This design comes from an exercise in tuning for small area, a short achievable clock period and few clock cycles per item on the open sky130 flow, not from production work. No run shown here included a check of the RTL's function; only the layout flow was run.

## flow/flow/run.sh

```bash
#!/bin/bash
# Own layout flow: the standard flow (standard.sh) with two changes that
# only affect how the layout is built:
#  - port buffers use buf_4 instead of the default small delay-buffer cell
#  - repair_timing aims for extra setup slack (SETUP_SLACK_MARGIN), so gates on
#    the critical paths get sized up although the 13 ns clock is met anyway
# Each tool's output goes to standard.log (and ORFS's own per-step logs).
export BUFFER_PORTS_ARGS="-buffer_cell sky130_fd_sc_hd__buf_2"
bash standard.sh finish SETUP_SLACK_MARGIN=${MARGIN:-9} > standard.log 2>&1
```

## flow/standard.sh

```bash
#!/bin/bash
# synth_recipe.tcl (not shown) runs the flow's synth.tcl, then flattens the netlist and writes it again
# the make line also repeats each setting of config.mk as NAME=value (left out here)
make -C /OpenROAD-flow-scripts/flow DESIGN_CONFIG=/design/flow/config.mk WORK_HOME=/design/flow/orfs CLKGATE_MAP_FILE= SYNTH_SCRIPT=/design/flow/synth_recipe.tcl "${@:-finish}"
```

## flow/config.mk

```make
export PLATFORM = sky130hd
export DESIGN_NAME = subbytes_pipe
export DESIGN_NICKNAME = subbytes_pipe
export VERILOG_FILES = /design/flow/design.v
export SDC_FILE = /design/flow/constraint.sdc
export NUM_CORES = 4
export LEC_CHECK = 0
export CAP_MARGIN = 20
export CORE_MARGIN = 2
export CORE_UTILIZATION = 45
export CTS_BUF_LIST = sky130_fd_sc_hd__clkbuf_8
export CTS_CLUSTER_DIAMETER = 50
export CTS_CLUSTER_SIZE = 14
export PLACE_DENSITY = 0.6
export SLEW_MARGIN = 20
export SYNTH_HIERARCHICAL = 1
export SYNTH_MINIMUM_KEEP_SIZE = 0
```

## flow/constraint.sdc

```tcl
create_clock -name core_clock -period 13.0 [get_ports {clk_i}]
set_input_delay 2.6000 -clock core_clock [delete_from_list [all_inputs] [get_ports {clk_i}]]
set_output_delay 2.6000 -clock core_clock [all_outputs]
set_load 0.01 [all_outputs]
```

## flow/design.v

```verilog
module subbytes_pipe #(
    parameter int NUM_BYTES = 16,
    parameter int LANE_W    = 8
) (
    input  logic                   clk_i,
    input  logic                   rst_ni,
    input  logic                   in_valid_i,
    output logic                   in_ready_o,
    input  logic [8*NUM_BYTES-1:0] in_data_i,
    input  logic                   inv_i,
    output logic                   out_valid_o,
    input  logic                   out_ready_i,
    output logic [8*NUM_BYTES-1:0] out_data_o,
    output logic                   busy_o
);
    if (LANE_W != 8) begin : g_bad_lane_w
        $error("subbytes_pipe: LANE_W must be 8");
    end
    if (NUM_BYTES < 1 || NUM_BYTES > 16) begin : g_bad_num_bytes
        $error("subbytes_pipe: NUM_BYTES must be in 1..16");
    end
    localparam int NB = NUM_BYTES;
    logic            adv;         
    logic            acc;         
    logic            inc;         
    logic            o_free;      
    logic            sp_valid;    
    logic [8*NB-1:0] sp_data;
    logic [8*NB-1:0] res;         
    logic            sp_valid_d;
    logic            o_valid_d;
    logic            v1;
    logic            inv1;
    logic [8*NB-1:0] b1_d, b1_q;
    logic            v2;
    logic            inv2;
    logic [12*NB-1:0] b2_d, b2_q;
    logic            busy_q;
    logic            rdy_q;       
    assign adv        = !sp_valid;
    assign in_ready_o = rdy_q;
    assign acc        = in_valid_i && rdy_q;
    assign inc        = adv && v2;
    assign o_free     = !out_valid_o || out_ready_i;
    assign busy_o     = busy_q;
    for (genvar k = 0; k < NB; k++) begin : g_lane
        sb_x_t u_x_t (.a(in_data_i[8*k +: 8]), .inv(inv_i), .b(b1_d[8*k +: 8]));
        sb_t_te u_t_te (.a(b1_q[8*k +: 8]), .inv(inv1), .b(b2_d[12*k +: 12]));
        sb_te_y u_te_y (.a(b2_q[12*k +: 12]), .inv(inv2), .b(res[8*k +: 8]));
    end
    assign o_valid_d  = o_free ? (sp_valid || inc) : 1'b1;
    assign sp_valid_d = o_free ? (sp_valid && inc) : (sp_valid || inc);
    always_ff @(posedge clk_i or negedge rst_ni) begin
        if (!rst_ni) begin
            rdy_q       <= 1'b1;
            busy_q      <= 1'b0;
            sp_valid    <= 1'b0;
            out_valid_o <= 1'b0;
            v1          <= 1'b0;
            v2          <= 1'b0;
        end else begin
            rdy_q       <= !sp_valid_d;
            sp_valid    <= sp_valid_d;
            out_valid_o <= o_valid_d;
            busy_q      <= o_valid_d || sp_valid_d || (adv ? (acc || v1) : (v1 || v2));
            if (adv) begin
                v1 <= acc;
                v2 <= v1;
            end
        end
    end
    always_ff @(posedge clk_i) begin
        if (adv) begin
            b1_q <= b1_d;
            inv1 <= inv_i;
            b2_q <= b2_d;
            inv2 <= inv1;
        end
        if (!sp_valid) sp_data <= res;
        if (o_free) out_data_o <= sp_valid ? sp_data : res;
    end
endmodule
module gf16_inv (
    input  logic [3:0] d,
    output logic [3:0] e
);
    logic w00;
    logic w01;
    logic w02;
    logic w03;
    logic w04;
    logic w05;
    logic w06;
    logic w07;
    logic w08;
    logic w09;
    logic w10;
    logic w11;
    logic w12;
    logic w13;
    logic w14;
    logic w15;
    g_inv u0 (.a(d[0]), .y(w15));
    g_inv u1 (.a(d[2]), .y(w00));
    g_inv u2 (.a(d[3]), .y(w01));
    g_nand2 u3 (.a(w00), .b(w01), .y(w02));
    g_nand2 u4 (.a(w02), .b(d[1]), .y(w03));
    g_nand2 u5 (.a(w15), .b(d[2]), .y(w04));
    g_nor2 u6 (.a(w01), .b(w04), .y(w05));
    g_o22ai u7 (.a1(w15), .a2(d[2]), .b1(w03), .b2(w05), .y(e[2]));
    g_inv u8 (.a(d[1]), .y(w06));
    g_nand2 u9 (.a(w06), .b(d[0]), .y(w07));
    g_nand2 u10 (.a(w15), .b(d[1]), .y(w08));
    g_nand3 u11 (.a(w07), .b(w08), .c(w00), .y(w09));
    g_nand2 u12 (.a(w09), .b(d[3]), .y(w10));
    g_nand2 u13 (.a(w10), .b(w02), .y(w11));
    g_nand2 u14 (.a(d[1]), .b(d[2]), .y(w12));
    g_nand2 u15 (.a(w11), .b(w12), .y(e[1]));
    g_nand2 u16 (.a(w10), .b(w04), .y(e[0]));
    g_nand2 u17 (.a(w01), .b(d[1]), .y(w13));
    g_nand2 u18 (.a(w12), .b(w15), .y(w14));
    g_xnor2 u19 (.a(w13), .b(w14), .y(e[3]));
endmodule
module sb_x_t (
    input  logic [7:0] a,
    input  logic       inv,
    output logic [7:0] b
);
    logic n0;
    g_xor2 u1 (.a(a[0]), .b(a[6]), .y(n0));
    logic n1;
    g_xnor2 u3 (.a(a[5]), .b(n0), .y(n1));
    logic n2;
    g_xor2 u5 (.a(a[1]), .b(a[3]), .y(n2));
    logic n3;
    g_xnor2 u7 (.a(a[4]), .b(a[7]), .y(n3));
    logic n4;
    g_xor2 u9 (.a(a[1]), .b(n1), .y(n4));
    logic n5;
    g_xor2 u11 (.a(a[2]), .b(a[7]), .y(n5));
    logic n6;
    g_xor2 u13 (.a(n0), .b(n2), .y(n6));
    logic n7;
    g_xor2 u15 (.a(a[7]), .b(n1), .y(n7));
    logic n8;
    g_xor2 u17 (.a(a[4]), .b(n1), .y(n8));
    logic n9;
    g_xor2 u19 (.a(n4), .b(n5), .y(n9));
    logic n10;
    g_xnor2 u21 (.a(a[2]), .b(n6), .y(n10));
    logic n11;
    g_xor2 u23 (.a(a[0]), .b(n2), .y(n11));
    logic n12;
    g_xor2 u25 (.a(n3), .b(n11), .y(n12));
    logic n13;
    g_xor2 u27 (.a(a[4]), .b(a[6]), .y(n13));
    logic n14;
    g_xor2 u29 (.a(a[1]), .b(a[4]), .y(n14));
    logic n15;
    g_xor2 u31 (.a(n0), .b(n14), .y(n15));
    logic n16;
    g_xor2 u33 (.a(a[4]), .b(n4), .y(n16));
    logic n17;
    g_xor2 u35 (.a(a[0]), .b(a[3]), .y(n17));
    logic n18;
    g_xor2 u37 (.a(a[4]), .b(n17), .y(n18));
    logic n19;
    g_xor2 u39 (.a(a[5]), .b(n5), .y(n19));
    logic n20;
    g_xnor2 u41 (.a(a[6]), .b(n3), .y(n20));
    logic n21;
    g_mux2i u43 (.s(inv), .a0(n7), .a1(n6), .y(n21));
    logic n22;
    g_mux2i u45 (.s(inv), .a0(n4), .a1(n13), .y(n22));
    logic n23;
    g_mux2i u47 (.s(inv), .a0(n8), .a1(n15), .y(n23));
    logic n24;
    g_mux2i u49 (.s(inv), .a0(n9), .a1(n3), .y(n24));
    logic n25;
    g_mux2i u51 (.s(inv), .a0(n10), .a1(n16), .y(n25));
    logic n26;
    g_mux2i u53 (.s(inv), .a0(n1), .a1(n18), .y(n26));
    logic n27;
    logic n28;
    g_inv u56 (.a(a[0]), .y(n28));
    g_mux2i u57 (.s(inv), .a0(n28), .a1(n19), .y(n27));
    logic n29;
    g_mux2i u59 (.s(inv), .a0(n12), .a1(n20), .y(n29));
    assign b[0] = n21;
    assign b[1] = n22;
    assign b[2] = n23;
    assign b[3] = n24;
    assign b[4] = n25;
    assign b[5] = n26;
    assign b[6] = n27;
    assign b[7] = n29;
endmodule
module sb_t_te (
    input  logic [7:0]  a,
    input  logic        inv,
    output logic [11:0] b
);
    logic [3:0] d;
    logic n0;
    g_xor2 u1 (.a(a[0]), .b(a[1]), .y(n0));
    logic n1;
    g_xor2 u3 (.a(a[2]), .b(a[3]), .y(n1));
    logic n2;
    g_xor2 u5 (.a(a[0]), .b(a[2]), .y(n2));
    logic n3;
    g_xor2 u7 (.a(a[1]), .b(a[3]), .y(n3));
    logic n4;
    g_xor2 u9 (.a(n0), .b(n1), .y(n4));
    logic n5;
    g_xor2 u11 (.a(a[6]), .b(a[7]), .y(n5));
    logic n6;
    g_xor2 u13 (.a(a[4]), .b(a[5]), .y(n6));
    logic n7;
    g_xor2 u15 (.a(a[4]), .b(a[6]), .y(n7));
    logic n8;
    g_xor2 u17 (.a(a[5]), .b(a[7]), .y(n8));
    logic n9;
    g_xor2 u19 (.a(n5), .b(n6), .y(n9));
    logic n10;
    g_nand2 u21 (.a(a[0]), .b(a[4]), .y(n10));
    logic n11;
    g_nand2 u23 (.a(a[1]), .b(a[5]), .y(n11));
    logic n12;
    g_nand2 u25 (.a(a[2]), .b(a[6]), .y(n12));
    logic n13;
    g_nand2 u27 (.a(a[3]), .b(a[7]), .y(n13));
    logic n14;
    g_nand2 u29 (.a(n0), .b(n6), .y(n14));
    logic n15;
    g_nand2 u31 (.a(n1), .b(n5), .y(n15));
    logic n16;
    g_nand2 u33 (.a(n2), .b(n7), .y(n16));
    logic n17;
    g_nand2 u35 (.a(n3), .b(n8), .y(n17));
    logic n18;
    g_nand2 u37 (.a(n4), .b(n9), .y(n18));
    logic n19;
    g_xor2 u39 (.a(a[0]), .b(a[4]), .y(n19));
    logic n20;
    g_xnor2 u41 (.a(n16), .b(n19), .y(n20));
    logic n21;
    g_xor2 u43 (.a(a[1]), .b(a[5]), .y(n21));
    logic n22;
    g_xnor2 u45 (.a(n14), .b(n20), .y(n22));
    logic n23;
    g_xor2 u47 (.a(n10), .b(n17), .y(n23));
    logic n24;
    g_xor2 u49 (.a(n22), .b(n23), .y(n24));
    logic n25;
    g_xnor2 u51 (.a(n11), .b(n21), .y(n25));
    logic n26;
    g_xnor2 u53 (.a(n18), .b(n25), .y(n26));
    logic n27;
    g_xor2 u55 (.a(n22), .b(n26), .y(n27));
    logic n28;
    g_xnor2 u57 (.a(a[7]), .b(n12), .y(n28));
    logic n29;
    g_xor2 u59 (.a(a[3]), .b(n21), .y(n29));
    logic n30;
    g_xor2 u61 (.a(n28), .b(n29), .y(n30));
    logic n31;
    g_xor2 u63 (.a(n15), .b(n16), .y(n31));
    logic n32;
    g_xnor2 u65 (.a(n17), .b(n30), .y(n32));
    logic n33;
    g_xor2 u67 (.a(n31), .b(n32), .y(n33));
    logic n34;
    g_xor2 u69 (.a(a[2]), .b(a[6]), .y(n34));
    logic n35;
    g_xnor2 u71 (.a(n13), .b(n34), .y(n35));
    logic n36;
    g_xnor2 u73 (.a(n15), .b(n35), .y(n36));
    logic n37;
    g_xnor2 u75 (.a(n18), .b(n20), .y(n37));
    logic n38;
    g_xor2 u77 (.a(n36), .b(n37), .y(n38));
    assign b[0] = a[0];
    assign b[1] = a[1];
    assign b[2] = a[2];
    assign b[3] = a[3];
    assign b[4] = a[4];
    assign b[5] = a[5];
    assign b[6] = a[6];
    assign b[7] = a[7];
    assign d[0] = n24;
    assign d[1] = n27;
    assign d[2] = n33;
    assign d[3] = n38;
    gf16_inv u_einv (.d(d), .e(b[11:8]));
endmodule
module sb_te_y (
    input  logic [11:0] a,
    input  logic        inv,
    output logic [7:0]  b
);
    logic n0;
    g_xor2 u1 (.a(a[0]), .b(a[1]), .y(n0));
    logic n1;
    g_xor2 u3 (.a(a[2]), .b(a[3]), .y(n1));
    logic n2;
    g_xor2 u5 (.a(a[0]), .b(a[2]), .y(n2));
    logic n3;
    g_xor2 u7 (.a(a[1]), .b(a[3]), .y(n3));
    logic n4;
    g_xor2 u9 (.a(n0), .b(n1), .y(n4));
    logic n5;
    g_xor2 u11 (.a(a[6]), .b(a[7]), .y(n5));
    logic n6;
    g_xor2 u13 (.a(a[4]), .b(a[5]), .y(n6));
    logic n7;
    g_xor2 u15 (.a(a[4]), .b(a[6]), .y(n7));
    logic n8;
    g_xor2 u17 (.a(a[5]), .b(a[7]), .y(n8));
    logic n9;
    g_xor2 u19 (.a(n5), .b(n6), .y(n9));
    logic n10;
    g_xor2 u21 (.a(a[8]), .b(a[9]), .y(n10));
    logic n11;
    g_xor2 u23 (.a(a[10]), .b(a[11]), .y(n11));
    logic n12;
    g_xor2 u25 (.a(a[8]), .b(a[10]), .y(n12));
    logic n13;
    g_xor2 u27 (.a(a[9]), .b(a[11]), .y(n13));
    logic n14;
    g_xor2 u29 (.a(n10), .b(n11), .y(n14));
    logic n15;
    g_nand2 u31 (.a(a[0]), .b(a[8]), .y(n15));
    logic n16;
    g_nand2 u33 (.a(a[1]), .b(a[9]), .y(n16));
    logic n17;
    g_nand2 u35 (.a(a[2]), .b(a[10]), .y(n17));
    logic n18;
    g_nand2 u37 (.a(a[3]), .b(a[11]), .y(n18));
    logic n19;
    g_nand2 u39 (.a(n0), .b(n10), .y(n19));
    logic n20;
    g_nand2 u41 (.a(n1), .b(n11), .y(n20));
    logic n21;
    g_nand2 u43 (.a(n2), .b(n12), .y(n21));
    logic n22;
    g_nand2 u45 (.a(n3), .b(n13), .y(n22));
    logic n23;
    g_nand2 u47 (.a(n4), .b(n14), .y(n23));
    logic n24;
    g_nand2 u49 (.a(a[4]), .b(a[8]), .y(n24));
    logic n25;
    g_nand2 u51 (.a(a[5]), .b(a[9]), .y(n25));
    logic n26;
    g_nand2 u53 (.a(a[6]), .b(a[10]), .y(n26));
    logic n27;
    g_nand2 u55 (.a(a[7]), .b(a[11]), .y(n27));
    logic n28;
    g_nand2 u57 (.a(n6), .b(n10), .y(n28));
    logic n29;
    g_nand2 u59 (.a(n5), .b(n11), .y(n29));
    logic n30;
    g_nand2 u61 (.a(n7), .b(n12), .y(n30));
    logic n31;
    g_nand2 u63 (.a(n8), .b(n13), .y(n31));
    logic n32;
    g_nand2 u65 (.a(n9), .b(n14), .y(n32));
    logic n33;
    g_xor2 u67 (.a(n28), .b(n30), .y(n33));
    logic n34;
    g_xor2 u69 (.a(n29), .b(n30), .y(n34));
    logic n35;
    g_xor2 u71 (.a(n19), .b(n21), .y(n35));
    logic n36;
    g_xor2 u73 (.a(n20), .b(n21), .y(n36));
    logic n37;
    g_xor2 u75 (.a(n24), .b(n31), .y(n37));
    logic n38;
    g_xor2 u77 (.a(n33), .b(n37), .y(n38));
    logic n39;
    g_xor2 u79 (.a(n25), .b(n32), .y(n39));
    logic n40;
    g_xor2 u81 (.a(n33), .b(n39), .y(n40));
    logic n41;
    g_xor2 u83 (.a(n26), .b(n31), .y(n41));
    logic n42;
    g_xor2 u85 (.a(n34), .b(n41), .y(n42));
    logic n43;
    g_xor2 u87 (.a(n27), .b(n32), .y(n43));
    logic n44;
    g_xor2 u89 (.a(n34), .b(n43), .y(n44));
    logic n45;
    g_xor2 u91 (.a(n15), .b(n22), .y(n45));
    logic n46;
    g_xor2 u93 (.a(n35), .b(n45), .y(n46));
    logic n47;
    g_xor2 u95 (.a(n16), .b(n23), .y(n47));
    logic n48;
    g_xor2 u97 (.a(n35), .b(n47), .y(n48));
    logic n49;
    g_xor2 u99 (.a(n17), .b(n22), .y(n49));
    logic n50;
    g_xnor2 u101 (.a(n36), .b(n49), .y(n50));
    logic n51;
    g_xor2 u103 (.a(n18), .b(n23), .y(n51));
    logic n52;
    g_xor2 u105 (.a(n36), .b(n51), .y(n52));
    logic n53;
    g_xnor2 u107 (.a(n40), .b(n52), .y(n53));
    logic n54;
    g_xnor2 u109 (.a(n38), .b(n48), .y(n54));
    logic n55;
    g_xnor2 u111 (.a(n42), .b(n53), .y(n55));
    logic n56;
    g_xor2 u113 (.a(n46), .b(n55), .y(n56));
    logic n57;
    g_xnor2 u115 (.a(n40), .b(n54), .y(n57));
    logic n58;
    g_xor2 u117 (.a(n50), .b(n56), .y(n58));
    logic n59;
    g_xnor2 u119 (.a(n42), .b(n54), .y(n59));
    logic n60;
    g_xor2 u121 (.a(n38), .b(n44), .y(n60));
    logic n61;
    g_xnor2 u123 (.a(n55), .b(n60), .y(n61));
    logic n62;
    g_xor2 u125 (.a(n44), .b(n53), .y(n62));
    logic n63;
    g_xor2 u127 (.a(n42), .b(n46), .y(n63));
    logic n64;
    g_xor2 u129 (.a(n44), .b(n52), .y(n64));
    logic n65;
    g_xnor2 u131 (.a(n40), .b(n48), .y(n65));
    logic n66;
    g_xnor2 u133 (.a(n44), .b(n57), .y(n66));
    logic n67;
    g_xor2 u135 (.a(n50), .b(n54), .y(n67));
    logic n68;
    g_xnor2 u137 (.a(n55), .b(n67), .y(n68));
    logic n69;
    g_xnor2 u139 (.a(n42), .b(n48), .y(n69));
    logic n70;
    g_xor2 u141 (.a(n44), .b(n58), .y(n70));
    logic n71;
    g_xor2 u143 (.a(n44), .b(n48), .y(n71));
    logic n72;
    g_xnor2 u145 (.a(n56), .b(n71), .y(n72));
    logic n73;
    g_mux2i u147 (.s(inv), .a0(n59), .a1(n50), .y(n73));
    logic n74;
    g_mux2i u149 (.s(inv), .a0(n57), .a1(n65), .y(n74));
    logic n75;
    g_mux2i u151 (.s(inv), .a0(n58), .a1(n66), .y(n75));
    logic n76;
    g_mux2i u153 (.s(inv), .a0(n61), .a1(n68), .y(n76));
    logic n77;
    g_mux2i u155 (.s(inv), .a0(n62), .a1(n69), .y(n77));
    logic n78;
    g_mux2i u157 (.s(inv), .a0(n63), .a1(n70), .y(n78));
    logic n79;
    g_mux2i u159 (.s(inv), .a0(n64), .a1(n72), .y(n79));
    logic n80;
    g_mux2i u161 (.s(inv), .a0(n53), .a1(n54), .y(n80));
    assign b[0] = n73;
    assign b[1] = n74;
    assign b[2] = n75;
    assign b[3] = n76;
    assign b[4] = n77;
    assign b[5] = n78;
    assign b[6] = n79;
    assign b[7] = n80;
endmodule
module g_xor2 (input logic a, input logic b, output logic y);
    assign y = a ^ b;
endmodule
module g_xnor2 (input logic a, input logic b, output logic y);
    assign y = ~(a ^ b);
endmodule
module g_nand2 (input logic a, input logic b, output logic y);
    assign y = ~(a & b);
endmodule
module g_nor2 (input logic a, input logic b, output logic y);
    assign y = ~(a | b);
endmodule
module g_mux2i (input logic s, input logic a0, input logic a1, output logic y);
    assign y = ~(s ? a1 : a0);
endmodule
module g_nand3 (input logic a, input logic b, input logic c, output logic y);
    assign y = ~(a & b & c);
endmodule
module g_o22ai (input logic a1, input logic a2, input logic b1, input logic b2, output logic y);
    assign y = ~((a1 | a2) & (b1 | b2));
endmodule
module g_inv (input logic a, output logic y);
    assign y = ~a;
endmodule
```

==> out/metrics.yaml, run 1 <==
status: "complete, no violations"
vias_per_cell: 4.52
antenna_found_initial: 6
grt_max_degree: 81
relSlewSlack_pct: 37.5
cts_buffers: 85
ys_top_cells_by_area: "edfxtp_1 33%, xor2_1 27%, xnor2_1 8.8%"
tightest_slew_ns: 0.937
syn2layout_area_growth_pct: 5.29
die_h_um: 307
gp_congestion: 0.801
hp-start: "inv1"
fin_crit_ns: 3.99
crit_required_ns: 10.40
drtPass1Iterations: 5
die_area_mm2: 0.0945
synth_cell_types: 21
postCtsSetupBuffers: 0
synth_top_area_share_pct: 32.6
cpPeakStageDelay_ns: 0.49
grt_pass1_wl_um: 116000
placed_cells: 4907
rsz0062_at_grt: "true"
drc: 0
fmax_mhz: 251
nNetsFinal: 3941
yosysMostFrequentCell: "xor2_1"
r2r_start: "b2_q[83]"
drt_iter0_markers: 976
final_cells: 5069
dp_hpwl_um: 53400
crit_buf_inv: 1
critPathTopFamily: "flip-flops"
skew_ns: 0.0247
cp_cell_sequence: "buf_2"
hold_ws_ns: 0.418
core_mm2: 0.0914
htreeDepth: 3
synth-seq-cells: 584
cts_tree: "yes"
path_class: "reg2out"
routed_wl_um: 70600
end_kind: "primary output"
portBuffers: 263
tns_ns: 0
synth_commonest_cells: "1,296 x xor2_1, 627 x nand2_1, 450 x edfxtp_1, 416 x xnor2_1, 384 x buf_4"
cts_sinks: 584
clk_latency_ns: 0.71
ys.flop_type: "edfxtp_1"
syn_area_mm2: 0.0414
async_reset_ff_share_pct: 1.03
path_max_fanout: 1
track_usage_pct: 15.0
path_clk_slew_ns: 0.07
yosys_warnings: 7
finalSetupViolations: 0
grt_pass1_vias: 23200
synth_top_area_cell: "edfxtp_1"
fillers: 8522
arrival_ns: 1.39
crit_start: "out_data_o[57]"
start_util_pct: 45.3
cap_violations: 0
ys_seq_area_share_pct: 39.2
finalCritPeriodShare_pct: 30.7
finalHoldViolCount: 0
netlist_instances: 3842
gr-total-overflow: 0
synthesis.nets: 3975
hp-class: "reg2reg"
slowest_stage: "edfxtp_1"
clock_path_buffers: 3
postSynthAreaPerCell_um2: 10.8
cts-root-buf: "clkbuf_8"
rows: 111
slew_violations: 0
dr_total_vias: 22900
die_x_um: 307
synth_edf_count: 450
wl_per_cell_um: 13.9
ant_nets: 0
start_kind: "flop"
ios: 264
drive_above_1_share_pct: 15.4
ctsHoldBuffers: 0
worst register-to-register path, delay by kind of cell, from the launching register on:
kind          cells  cell delay, ns
xor+xnor          9            2.47
flops             1            0.48
mux               2            0.37
simple gates      1            0.12
sequential cells by signal, summed over array words and instances (netlist names):
register and count:
v1 1, out_data_o 128, sp_valid 1, out_valid_o 1, inv1 1, busy_q 1, v2 1, b1_q 128
rdy_q 1, inv2 1, sp_data 128, b2_q 192
logic make-up (layout without fill, tap and decap cells):
family | Yosys count | in the layout | share of synthesized area [%]
muxes | 385 | 385 | 10.3
other | 0 | 3 | 0
xor gates and xnor gates | 1712 | 1712 | 36.2
buffers and inverters | 480 | 518 | 8.01
DFF | 584 | 584 | 39.2
and+or+nand+nor | 664 | 664 | 6.09
AOI/OAI and AO/OA | 17 | 17 | 0.254
final cells by class:
class	instances	area, um^2	share of cell area [%]
multi-input combinational	2778	22200	50.8
sequential	584	16200	37.2
tap	1186	1480	3.40
timing repair buffer	278	1470	3.38
clock buffer	89	1220	2.81
clock inverter	70	718	1.65
inverter	81	308	0.706
antenna	3	7.51	0.0172
modules after synthesis, one instance, submodules excluded, a selection:
| module | cell area, um^2 | times used | cells inside | flops+latches |
|---|---|---|---|---|
| sb_te_y | 60.1 | 16 | 8 | 0 |
| sb_x_t | 60.1 | 16 | 8 | 0 |
| g_mux2i | 10.0 | 256 | 1 | 0 |
| g_xnor2 | 8.76 | 416 | 1 | 0 |
| g_o22ai | 6.26 | 16 | 1 | 0 |
| g_nand3 | 5.00 | 16 | 1 | 0 |
| g_nor2 | 3.75 | 16 | 1 | 0 |
| g_nand2 | 3.75 | 624 | 1 | 0 |
| g_inv | 3.75 | 80 | 1 | 0 |
repair_timing:
action,CTS,global route
resized for setup,5,8
endpoints found under the setup margin,20,56
pin swaps,0,0
cloned,0,0
stage by stage:
step	setup WS (ns)	cell area [um^2]	utilization (%)
after CTS	8.89	43600	47.7
after global routing	8.92	43600	47.7
after floorplan	7.08	41700	-
after detailed placement	8.28	41600	45.5
final	9.01	43600	47.7
after global placement	8.31	41600	45.5
cell usage in the layout, fill, tap and decap left out, drive strengths merged:
cell type	netlist	layout
xor2	1296	1296
nand2	627	627
edfxtp	450	450
xnor2	416	416
buf	399	277
mux2i	256	256
mux2	129	129
dfxtp	128	128
inv	81	111
clkbuf	0	90
clkinv	0	22
nor2	18	18
nand3	16	16
o22ai	16	16
clkinvlp	0	12
bufinv	0	6
dfrtp	5	5
diode	0	3
nand2b	1	1
or2	1	1
nand4b	1	1
o21ai	1	1
dfstp	1	1
routing by layer:
layer	global-route usage, %	up-vias	part of all wire (%)	wire length [um]
met1	19.5	10500	47	33000
li1	-	12000	-	-
met3	2.43	87	3.5	2440
met2	25.4	290	48	33700
met4	4.98	0	2.1	1480
met5	0	-	0	0
final timing paths:
| check | end | slack, ns | cells after the start |
|---|---|---|---|
| worst max-delay path | out_data_o[57] | 9.01 | 1 |
| worst min-delay path | inv2 | 0.42 | 0 |
| worst max register to register | out_data_o[53] | 9.32 | 12 |
| worst min register to register | inv2 | 0.42 | 0 |
| max in group asynchronous | rdy_q | 11.07 | 1 |
| min in group asynchronous | out_valid_o | 1.71 | 1 |
==> inputs of run 2 (changes only) <==
--- a/flow/flow/run.sh
+++ b/flow/flow/run.sh
@@ -7,3 +7,3 @@
 # Each tool's output goes to standard.log (and ORFS's own per-step logs).
 export BUFFER_PORTS_ARGS="-buffer_cell sky130_fd_sc_hd__buf_2"
-bash standard.sh finish SETUP_SLACK_MARGIN=${MARGIN:-9} > standard.log 2>&1
+bash standard.sh finish SETUP_SLACK_MARGIN=${MARGIN:-9.4} > standard.log 2>&1
--- a/flow/config.mk
+++ b/flow/config.mk
@@ -9,7 +9,4 @@
 export CORE_MARGIN = 2
 export CORE_UTILIZATION = 45
-export CTS_BUF_LIST = sky130_fd_sc_hd__clkbuf_8
-export CTS_CLUSTER_DIAMETER = 50
-export CTS_CLUSTER_SIZE = 14
 export PLACE_DENSITY = 0.6
 export SLEW_MARGIN = 20
==> out/metrics.yaml, run 2 <==
skew_ns: 0.0216  # was 0.0247 ns
tns_ns: 0  # unchanged
finalSetupViolations: 0  # unchanged
grt_max_degree: 82  # was 81
start_kind: "flop"  # unchanged
yosysMostFrequentCell: "xor2_1"  # unchanged
ant_nets: 0  # unchanged
arrival_ns: 1.29  # was 1.39 ns
portBuffers: 263  # unchanged
final_cells: 5062  # was 5,069
layout.cells.most_common: "xor2_1"  # unchanged
finalCritPeriodShare_pct: 29.9  # was 30.7%
nNetsFinal: 3951  # was 3,941
synth.area.mux_share_pct: 10.3  # unchanged
clock_path_buffers: 3  # unchanged
fin_ws_ns: 9.11  # was 9.01 ns
crit_buf_inv: 1  # unchanged
hp-class: "reg2reg"  # unchanged
async_reset_ff_share_pct: 1.03  # unchanged
drc: 0  # unchanged
dp_hpwl_um: 54400  # was 53,400 um
path_clk_slew_ns: 0.06  # was 0.07 ns
rows: 111  # unchanged
fmax_mhz: 257  # was 251 MHz
track_usage_pct: 15.3  # was 15.0%
crit_required_ns: 10.40  # about the same
htreeDepth: 3  # unchanged
multi_input_area_mm2: 0.0232  # was 0.0222 mm^2
synthesis.nets: 3975  # unchanged
grt_pass1_wl_um: 118000  # was 116,000 um
wl_per_cell_um: 14.3  # was 13.9 um
gr-total-overflow: 0  # unchanged
netlist_instances: 3842  # unchanged
synth_top_area_share_pct: 32.6  # unchanged
vias_per_cell: 4.53  # was 4.52
hold_ws_ns: 0.418  # about the same
postSynthAreaPerCell_um2: 10.8  # unchanged
relSlewSlack_pct: 28.9  # was 37.5%
synth_edf_count: 450  # unchanged
die_h_um: 307  # unchanged
critPathTopFamily: "flip-flops"  # unchanged
start_util_pct: 45.3  # unchanged
final_cell_mix: "1,212 x xor2_1, 627 x nand2_1, 450 x edfxtp_1"  # was 1,278 x xor2_1, 627 x nand2_1, 450 x edfxtp_1
cpPeakStageDelay_ns: 0.48  # was 0.49 ns
cts_buffers: 71  # was 85
cp_cell_sequence: "buf_2"  # unchanged
cts_sinks: 584  # unchanged
path_class: "reg2out"  # unchanged
drive_above_1_share_pct: 17.5  # was 15.4%
fillers: 8294  # was 8,522
drtPass1Iterations: 5  # unchanged
n_antenna_cell: 0  # was 3
finalHoldViolCount: 0  # unchanged
routed_wl_um: 72400  # was 70,600 um
cts-root-buf: "clkbuf_16"  # was clkbuf_8
synth_compound_area_share_pct: 0.254  # unchanged
slowest_stage: "edfxtp_1"  # unchanged
cap_violations: 0  # unchanged
synth_top_family_by_area: "XOR/XNOR gates"  # unchanged
gp_congestion: 0.810  # was 0.801
synth_cell_types: 21  # unchanged
rsz0062_at_grt: "true"  # unchanged
grt_pass1_vias: 23100  # was 23.2k
synth-seq-cells: 584  # unchanged
synthSimpleGateAreaFrac_pct: 6.09  # unchanged
clk_latency_ns: 0.62  # was 0.71 ns
cts_tree: "yes"  # unchanged
synth_xor_area_share_pct: 36.2  # unchanged
die_area_mm2: 0.0945  # unchanged
end_kind: "primary output"  # unchanged
status: "complete, no violations"  # unchanged
path_max_fanout: 1  # unchanged
top_register: "b2_q"  # unchanged
synth_top_area_cell: "edfxtp_1"  # unchanged
placed_cells: 4904  # was 4,907
ys_seq_area_share_pct: 39.2  # unchanged
core_mm2: 0.0914  # unchanged
dr_total_vias: 23000  # was 22.9k
synth_commonest_cells: "1,296 x xor2_1, 627 x nand2_1, 450 x edfxtp_1, 416 x xnor2_1, 384 x buf_4"  # unchanged
seq_area_mm2: 0.0162  # unchanged
syn_area_mm2: 0.0414  # unchanged
ctsHoldBuffers: 0  # unchanged
ys_top_cells_by_area: "edfxtp_1 33%, xor2_1 27%, xnor2_1 8.8%"  # unchanged
drt_iter0_markers: 823  # was 976
antenna_found_initial: 0  # was 6
tightest_slew_ns: 1.07  # was 0.937 ns
fin_crit_ns: 3.89  # was 3.99 ns
syn2layout_area_growth_pct: 9.73  # was 5.29%
slew_violations: 0  # unchanged
dp_slack_ns: 8.21  # was 8.28 ns
ios: 264  # unchanged
yosys_warnings: 7  # unchanged
yosys.area_share.adder_pct: 0  # unchanged
die_x_um: 307  # unchanged
largest_reg_flops: 192  # unchanged
ys.flop_type: "edfxtp_1"  # unchanged
## run 2: cell counts after synthesis
No cell type changed its count.
## run 2: through the flow
step	area (um^2)	utilization [%]
global route	45500	49.8
floorplan	42200	-
detailed placement	42100	46.0
CTS	44700	49.0
finish	45500	49.8
global placement	42100	46.0
## run 2: per-layer routing
layer	wire length (um)	up-vias	global-route usage (%)
li1	-	12000	-
met1	33600	10600	19.9
met2	34900	281	26.3
met3	2360	86	2.30
met4	1470	0	4.67
met5	0	-	0
## run 2: worst paths after layout
path / slack [ns] / endpoint / startpoint / depth (start not counted)
hold / removal: 0.42 / inv2 / inv1 / 0
max in group asynchronous: 10.99 / rdy_q / rst_ni / 1
hold reg to reg: 0.42 / inv2 / inv1 / 0
setup / recovery: 9.11 / out_data_o[124] / out_data_o[124] / 1
setup reg to reg: 9.59 / out_data_o[109] / b2_q[165] / 13
min in group asynchronous: 1.79 / sp_valid / rst_ni / 1
## run 2: final cells by class
class                      count  area share (%)
clock buffer                  97            4.44
clock inverter                34           0.985
inverter                      81           0.677
multi-input combinational   2778            51.1
sequential                   584            35.7
tap                         1186            3.26
timing repair buffer         301            3.79
timing repair inverter         1          0.0165
## run 2: cell families after synthesis
group	count (synthesis)
multiplexers	385
buffers and inverters	480
XOR/XNOR	1712
flip-flops	584
AND/OR/NAND/NOR	664
AO/OA/AOI/OAI	17
## run 2: timing repair
item	CTS	global route
setup endpoints to repair	323	179
setup buffers	3	23
gates cloned	1	0
pin swaps	0	10
resized for setup	32	77
endpoints found under the hold margin	0	0
## run 2: per-module statistics from Yosys, one instance, submodules excluded, a selection
module	cells inside	flops+latches	area [um^2]
sb_x_t	8	0	60.1
g_nand2	1	0	3.75
subbytes_pipe	738	584	18100
sb_t_te	8	0	60.1
g_xnor2	1	0	8.76
g_xor2	1	0	8.76
g_o22ai	1	0	6.26
g_nand3	1	0	5.00
g_nor2	1	0	3.75
sb_te_y	8	0	60.1
g_inv	1	0	3.75
g_mux2i	1	0	10.0
==> inputs of run 3 (changes only) <==
--- a/flow/design.v
+++ b/flow/design.v
@@ -28,4 +28,6 @@
     logic [8*NB-1:0] sp_data;
     logic [8*NB-1:0] res;         
+    logic [8*NB-1:0] o_new;       
+    logic [8*NB-1:0] o_d;         
     logic            sp_valid_d;
     logic            o_valid_d;
@@ -49,4 +51,8 @@
         sb_te_y u_te_y (.a(b2_q[12*k +: 12]), .inv(inv2), .b(res[8*k +: 8]));
     end
+    assign o_new = sp_valid ? sp_data : res;
+    for (genvar j = 0; j < 8*NB; j++) begin : g_ohold
+        g_mux2 u_ohold (.s(o_free), .a0(out_data_o[j]), .a1(o_new[j]), .y(o_d[j]));
+    end
     assign o_valid_d  = o_free ? (sp_valid || inc) : 1'b1;
     assign sp_valid_d = o_free ? (sp_valid && inc) : (sp_valid || inc);
@@ -78,5 +84,5 @@
         end
         if (!sp_valid) sp_data <= res;
-        if (o_free) out_data_o <= sp_valid ? sp_data : res;
+        out_data_o <= o_d;
     end
 endmodule
@@ -491,4 +497,7 @@
     assign y = ~((a1 | a2) & (b1 | b2));
 endmodule
+module g_mux2 (input logic s, input logic a0, input logic a1, output logic y);
+    assign y = s ? a1 : a0;
+endmodule
 module g_inv (input logic a, output logic y);
     assign y = ~a;
==> out/metrics.yaml, run 3 <==
path_max_fanout: 2  # was 1
drtPass1Iterations: 5  # unchanged
postSynthAreaPerCell_um2: 10.6  # was 10.8 um^2
finalSetupViolations: 0  # unchanged
synth-seq-cells: 584  # unchanged
status: "complete, no violations"  # unchanged
tightest_slew_ns: 1.02  # was 1.07 ns
final_cell_mix: "1,191 x xor2_1, 627 x nand2_1, 368 x xnor2_1"  # was 1,212 x xor2_1, 627 x nand2_1, 450 x edfxtp_1
ios: 264  # unchanged
track_usage_pct: 15.4  # was 15.3%
synth_edf_count: 322  # was 450
clk_latency_ns: 0.63  # was 0.62 ns
finalCritPeriodShare_pct: 29.6  # was 29.9%
layout.cells.most_common: "xor2_1"  # unchanged
post-route-util_pct: 51.8  # was 49.8%
nNetsFinal: 4197  # was 3,951
crit_buf_inv: 1  # unchanged
top_register: "b2_q"  # unchanged
rsz0062_at_grt: "true"  # unchanged
final_area_mm2: 0.0482  # was 0.0455 mm^2
syn_area_mm2: 0.0421  # was 0.0414 mm^2
skew_ns: 0.0242  # was 0.0216 ns
slew_violations: 0  # unchanged
drt_iter0_markers: 934  # was 823
ctsHoldBuffers: 0  # unchanged
grt_pass1_wl_um: 121000  # was 118,000 um
timing.rr.end: "out_data_o[37]"  # was out_data_o[109]
path_clk_slew_ns: 0.06  # about the same
min_path_cells: 0  # unchanged
hp-start: "inv1"  # unchanged
netlist_instances: 3970  # was 3,842
cp_cell_sequence: "buf_6"  # was buf_2
ys.flop_type: "edfxtp_1"  # unchanged
dr_total_vias: 24000  # was 23.0k
cts_tree: "yes"  # unchanged
antenna_found_initial: 3  # was 0
core_mm2: 0.0930  # was 0.0914 mm^2
start_util_pct: 45.2  # was 45.3%
cpPeakStageDelay_ns: 0.53  # was 0.48 ns
synth_cell_types: 21  # unchanged
end_kind: "primary output"  # unchanged
cts_buffers: 71  # unchanged
drc: 0  # unchanged
largest_reg_flops: 192  # unchanged
synth_top_area_share_pct: 27.0  # was 32.6%
synth_commonest_cells: "1,296 x xor2_1, 627 x nand2_1, 416 x xnor2_1, 384 x buf_4, 322 x edfxtp_1"  # was 1,296 x xor2_1, 627 x nand2_1, 450 x edfxtp_1, 416 x xnor2_1, 384 x buf_4
routed_wl_um: 74900  # was 72,400 um
r2r_start: "b2_q[57]"  # was b2_q[165]
placed_cell_area_mm2: 0.0428  # was 0.0421 mm^2
finalHoldViolCount: 0  # unchanged
synth_top_area_cell: "xor2_1"  # was edfxtp_1
hp-class: "reg2reg"  # unchanged
die_area_mm2: 0.0960  # was 0.0945 mm^2
hold_ws_ns: 0.419  # was 0.418 ns
gp_congestion: 0.835  # was 0.810
fin_crit_ns: 3.85  # was 3.89 ns
dp_hpwl_um: 54700  # was 54,400 um
relSlewSlack_pct: 32.2  # was 28.9%
ys_seq_area_share_pct: 35.5  # was 39.2%
arrival_ns: 1.25  # was 1.29 ns
synthesis.nets: 4103  # was 3,975
reg2regPathDepth: 14  # was 13
grt_max_degree: 94  # was 82
critPathTopFamily: "flip-flops"  # unchanged
slowest_stage: "dfstp_2"  # was edfxtp_1
htreeDepth: 3  # unchanged
fmax_mhz: 260  # was 257 MHz
path_class: "reg2out"  # unchanged
ant_nets: 0  # unchanged
grt_pass1_vias: 24200  # was 23.1k
die_x_um: 310  # was 307 um
gr-total-overflow: 0  # unchanged
vias_per_cell: 4.47  # was 4.53
drive_above_1_share_pct: 26.1  # was 17.5%
cts-root-buf: "clkbuf_16"  # unchanged
tns_ns: 0  # unchanged
rows: 112  # was 111
cap_violations: 0  # unchanged
ys_top_cells_by_area: "xor2_1 27%, edfxtp_1 23%, dfxtp_1 12%"  # was edfxtp_1 33%, xor2_1 27%, xnor2_1 8.8%
yosysMostFrequentCell: "xor2_1"  # unchanged
die_h_um: 310  # was 307 um
cts_sinks: 584  # unchanged
async_reset_ff_share_pct: 1.03  # unchanged
crit_required_ns: 10.40  # about the same
start_kind: "flop"  # unchanged
fillers: 8384  # was 8,294
yosys_warnings: 7  # unchanged
min_to: "inv2"  # unchanged
syn2layout_area_growth_pct: 14.5  # was 9.73%
wl_per_cell_um: 13.9  # was 14.3 um
portBuffers: 263  # unchanged
clock_path_buffers: 3  # unchanged
r2r_setup_slack_ns: 9.53  # was 9.59 ns
## run 3: cell types whose count changed in the layout (fill, tap and decap cells not counted), moves of 6 or more
cell,change
buf_2,-116
mux2_4,+129
xnor2_2,-6
dfxtp_2,+111
bufinv_16,-9
xnor2_4,+7
edfxtp_1,-128
xor2_2,+21
buf_6,+116
clkbuf_8,+8
buf_4,+116
xor2_1,-21
dfxtp_4,+17
## run 3: cell type report
type	count	area, um^2	share of cell area [%]
timing repair buffer	418	3340	6.94
inverter	81	308	0.639
antenna	1	2.50	0.00519
sequential	584	15200	31.5
clock inverter	26	231	0.481
clock buffer	105	2130	4.43
tap	1254	1570	3.26
multi-input combinational	2908	25400	52.8
## run 3: cell families (layout without fill, tap and decap cells)
group | after synthesis | in the layout | share of synthesized area (%)
other | 0 | 1 | 0
flip-flops | 584 | 584 | 35.5
multiplexers | 513 | 513 | 14.7
AND/OR/NAND/NOR | 664 | 666 | 6.00
AO/OA/AOI/OAI | 17 | 17 | 0.250
buffers and inverters | 480 | 630 | 7.89
XOR/XNOR | 1712 | 1712 | 35.6
## run 3: what timing repair did
item                                    in CTS  in global routing
resized for setup                          348                 75
pin swaps                                    4                 37
endpoints found under the setup margin     275                203
setup buffers                               69                 74
gates cloned                                 1                  1
## run 3: modules after synthesis, one instance, submodules excluded, a selection
module         cell area (um^2)  cells inside
g_mux2                     15.0             1
g_nor2                     3.75             1
g_nand2                    3.75             1
g_mux2i                    10.0             1
sb_te_y                    60.1             8
g_xnor2                    8.76             1
sb_x_t                     60.1             8
sb_t_te                    60.1             8
subbytes_pipe             16800           738
g_nand3                    5.00             1
g_xor2                     8.76             1
g_o22ai                    6.26             1
g_inv                      3.75             1
## run 3: worst max-delay path by stage
stage,depth (start not counted),to,from
2_1_floorplan,4,b1_q[0],sp_valid
6_report,1,in_ready_o,rdy_q
3_5_place_dp,4,out_data_o[91],out_ready_i
5_1_grt,1,in_ready_o,rdy_q
3_3_place_gp,4,out_data_o[97],out_ready_i
4_1_cts,1,in_ready_o,rdy_q
## run 3: per-layer routing
metal | up-vias | routed length, um | track usage (%) | part of all wire, %
li1 | 12600 | - | - | -
met1 | 11100 | 34200 | 19.7 | 46
met2 | 274 | 36400 | 26.4 | 49
met3 | 101 | 2800 | 2.78 | 3.7
met4 | 0 | 1480 | 4.62 | 2.0
met5 | - | 0 | 0 | 0
## run 3: metrics by stage
step	std cells	worst slack (ns)
3_3_place_gp	5100	8.06
3_5_place_dp	5100	8.03
4_1_cts	5301	9.09
5_1_grt	5377	9.10
6_report	5377	9.15
2_1_floorplan	3970	7.08
==> inputs of run 4 (changes only) <==
--- a/flow/flow/run.sh
+++ b/flow/flow/run.sh
@@ -7,3 +7,3 @@
 # Each tool's output goes to standard.log (and ORFS's own per-step logs).
 export BUFFER_PORTS_ARGS="-buffer_cell sky130_fd_sc_hd__buf_2"
-bash standard.sh finish SETUP_SLACK_MARGIN=${MARGIN:-9.4} > standard.log 2>&1
+bash standard.sh finish SETUP_SLACK_MARGIN=${MARGIN:-9} > standard.log 2>&1
==> out/metrics.yaml, run 4 <==
status: "complete, no violations"  # unchanged
ctsHoldBuffers: 0  # unchanged
syn_area_mm2: 0.0421  # unchanged
synth_top_area_share_pct: 27.0  # unchanged
synthesis.nets: 4103  # unchanged
rsz0062_at_grt: "false"  # was true
finalCritPeriodShare_pct: 30.4  # was 29.6%
die_x_um: 310  # unchanged
dr_total_vias: 23500  # was 24.0k
finalHoldViolCount: 0  # unchanged
drc: 0  # unchanged
synth_commonest_cells: "1,296 x xor2_1, 627 x nand2_1, 416 x xnor2_1, 384 x buf_4, 322 x edfxtp_1"  # unchanged
grt_pass1_vias: 23400  # was 24.2k
ant_nets: 0  # unchanged
fin_ws_ns: 9.05  # was 9.15 ns
layout.cells.most_common: "xor2_1"  # unchanged
postCtsSetupBuffers: 0  # was 69
hp-class: "reg2reg"  # unchanged
track_usage_pct: 14.9  # was 15.4%
synth_cell_types: 21  # unchanged
cap_violations: 0  # unchanged
slowest_stage: "dfrtp_2"  # was dfstp_2
cts_sinks: 584  # unchanged
clock_path_buffers: 3  # unchanged
largest_reg_flops: 192  # unchanged
vias_per_cell: 4.50  # was 4.47
end_kind: "primary output"  # unchanged
cts_buffers: 70  # was 71
critPathTopFamily: "flip-flops"  # unchanged
yosysMostFrequentCell: "xor2_1"  # unchanged
grt_pass1_wl_um: 117000  # was 121,000 um
wl_per_cell_um: 13.8  # was 13.9 um
async_reset_ff_share_pct: 1.03  # unchanged
relSlewSlack_pct: 31.9  # was 32.2%
fmax_mhz: 253  # was 260 MHz
crit_buf_inv: 1  # unchanged
ios: 264  # unchanged
core_mm2: 0.0930  # unchanged
drive_above_1_share_pct: 17.6  # was 26.1%
start_util_pct: 45.2  # unchanged
arrival_ns: 1.35  # was 1.25 ns
hold_ws_ns: 0.426  # was 0.419 ns
routed_wl_um: 72200  # was 74,900 um
tns_ns: 0  # unchanged
cts-root-buf: "clkbuf_16"  # unchanged
fin_crit_ns: 3.95  # was 3.85 ns
antenna_found_initial: 5  # was 3
ys_top_cells_by_area: "xor2_1 27%, edfxtp_1 23%, dfxtp_1 12%"  # unchanged
ys.flop_type: "edfxtp_1"  # unchanged
gr-total-overflow: 0  # unchanged
portBuffers: 263  # unchanged
finalSetupViolations: 0  # unchanged
crit_required_ns: 10.40  # about the same
cpPeakStageDelay_ns: 0.53  # about the same
drt_iter0_markers: 817  # was 934
dp_hpwl_um: 54700  # about the same
die_h_um: 310  # unchanged
top_register: "b2_q"  # unchanged
gp_congestion: 0.843  # was 0.835
final_cell_mix: "1,276 x xor2_1, 627 x nand2_1, 385 x xnor2_1"  # was 1,191 x xor2_1, 627 x nand2_1, 368 x xnor2_1
synth_top_area_cell: "xor2_1"  # unchanged
cts_tree: "yes"  # unchanged
path_clk_slew_ns: 0.06  # about the same
skew_ns: 0.0226  # was 0.0242 ns
placed_cell_area_mm2: 0.0423  # was 0.0428 mm^2
netlist_instances: 3970  # unchanged
slew_violations: 0  # unchanged
tightest_slew_ns: 1.02  # about the same
rows: 112  # unchanged
path_class: "reg2out"  # unchanged
final_area_mm2: 0.0449  # was 0.0482 mm^2
syn2layout_area_growth_pct: 6.63  # was 14.5%
start_kind: "flop"  # unchanged
ys_seq_area_share_pct: 35.5  # unchanged
cp_cell_sequence: "buf_2"  # was buf_6
die_area_mm2: 0.0960  # unchanged
postSynthAreaPerCell_um2: 10.6  # unchanged
drtPass1Iterations: 4  # was 5
synth-seq-cells: 584  # unchanged
grt_max_degree: 86  # was 94
nNetsFinal: 4051  # was 4,197
clk_latency_ns: 0.62  # was 0.63 ns
path_max_fanout: 2  # unchanged
htreeDepth: 3  # unchanged
dp_slack_ns: 8.17  # was 8.03 ns
synth_edf_count: 322  # unchanged
yosys_warnings: 7  # unchanged
==> run 4: what timing repair did <==
action	4_1_cts	5_1_grt
pin swaps	0	0
hold endpoints to repair	0	0
setup endpoints to repair	117	166
gates resized for setup	3	22
==> run 4: routing by layer <==
| layer | vias up | wire (um) | GRT usage (%) |
|---|---|---|---|
| met2 | 305 | 33700 | 24.7 |
| met4 | 4 | 1620 | 4.86 |
| met5 | - | 27 | 0 |
| li1 | 12400 | - | - |
| met3 | 87 | 2630 | 2.67 |
| met1 | 10800 | 34200 | 19.5 |
==> run 4: cells by family after synthesis <==
group           synth area share, %
mux                            14.7
compound gates                0.250
flops                          35.5
simple gates                   6.00
xor+xnor                       35.6
buf+inv                        7.89
==> run 4: through the flow <==
step / std cells / utilization (%)
after CTS: 5229 / 48.0
after global placement: 5100 / 45.5
final: 5231 / 48.2
after global routing: 5230 / 48.2
after detailed placement: 5100 / 45.5
after floorplan: 3970 / -
==> run 4: area by class of cell <==
cell class,count,area (um^2)
inverter,81,308
timing repair buffer,275,1440
sequential,584,15000
clock buffer,94,2010
fill,8660,48200
antenna,2,5.00
clock inverter,35,384
tap,1254,1570
multi-input combinational,2906,24200
==> run 4: per-module statistics from Yosys (local to each module, per instance), a selection <==
module,copies in the design,flops+latches
subbytes_pipe,1,584
sb_x_t,16,0
sb_t_te,16,0
g_mux2,128,0
g_mux2i,256,0
g_xnor2,416,0
g_o22ai,16,0
g_nand3,16,0
g_nor2,16,0
g_nand2,624,0
==> run 4: worst paths after layout <==
| path | to | from | depth (start not counted) | slack [ns] |
|---|---|---|---|---|
| setup / recovery | out_valid_o | out_valid_o | 1 | 9.05 |
| hold / removal | inv2 | inv1 | 0 | 0.43 |
| setup reg to reg | out_data_o[37] | b2_q[59] | 13 | 9.25 |
| hold reg to reg | inv2 | inv1 | 0 | 0.43 |
| max in group asynchronous | rdy_q | rst_ni | 1 | 10.98 |
| min in group asynchronous | v2 | rst_ni | 1 | 1.80 |

re-timing with driven ports:
No port has a modelled driver above. Below, the same layouts with a new extraction and two added sets of constraints.
Step 1 assumes that a clkbuf_16 drives the clock port and a buf_2 every other input.
Step 2 also shifts input and output timing later by t, the mid clock arrival at the registers, as if the neighbouring blocks saw the same clock.
a / b / c = ideal ports / drivers / drivers and shift; a / b = the first two.
run	t, ns	setup slack, ns	hold WS [ns]	latest minus earliest clock arrival (ns)
run 1	0.754	9.011 / 8.953 / 8.482	0.418 / 0.418 / 0.418	0.029 / 0.029
run 2	0.675	9.110 / 9.047 / 8.768	0.418 / 0.418 / 0.418	0.027 / 0.027
run 3	0.685	9.155 / 9.086 / 8.812	0.419 / 0.419 / 0.419	0.025 / 0.025
run 4	0.681	9.046 / 8.979 / 8.433	0.426 / 0.426 / 0.426	0.023 / 0.023
After both steps setup and hold are still met in every run listed. For run 4, which loses most, drivers alone change the setup slack by -0.067 ns; drivers and shift together by -0.613 ns.
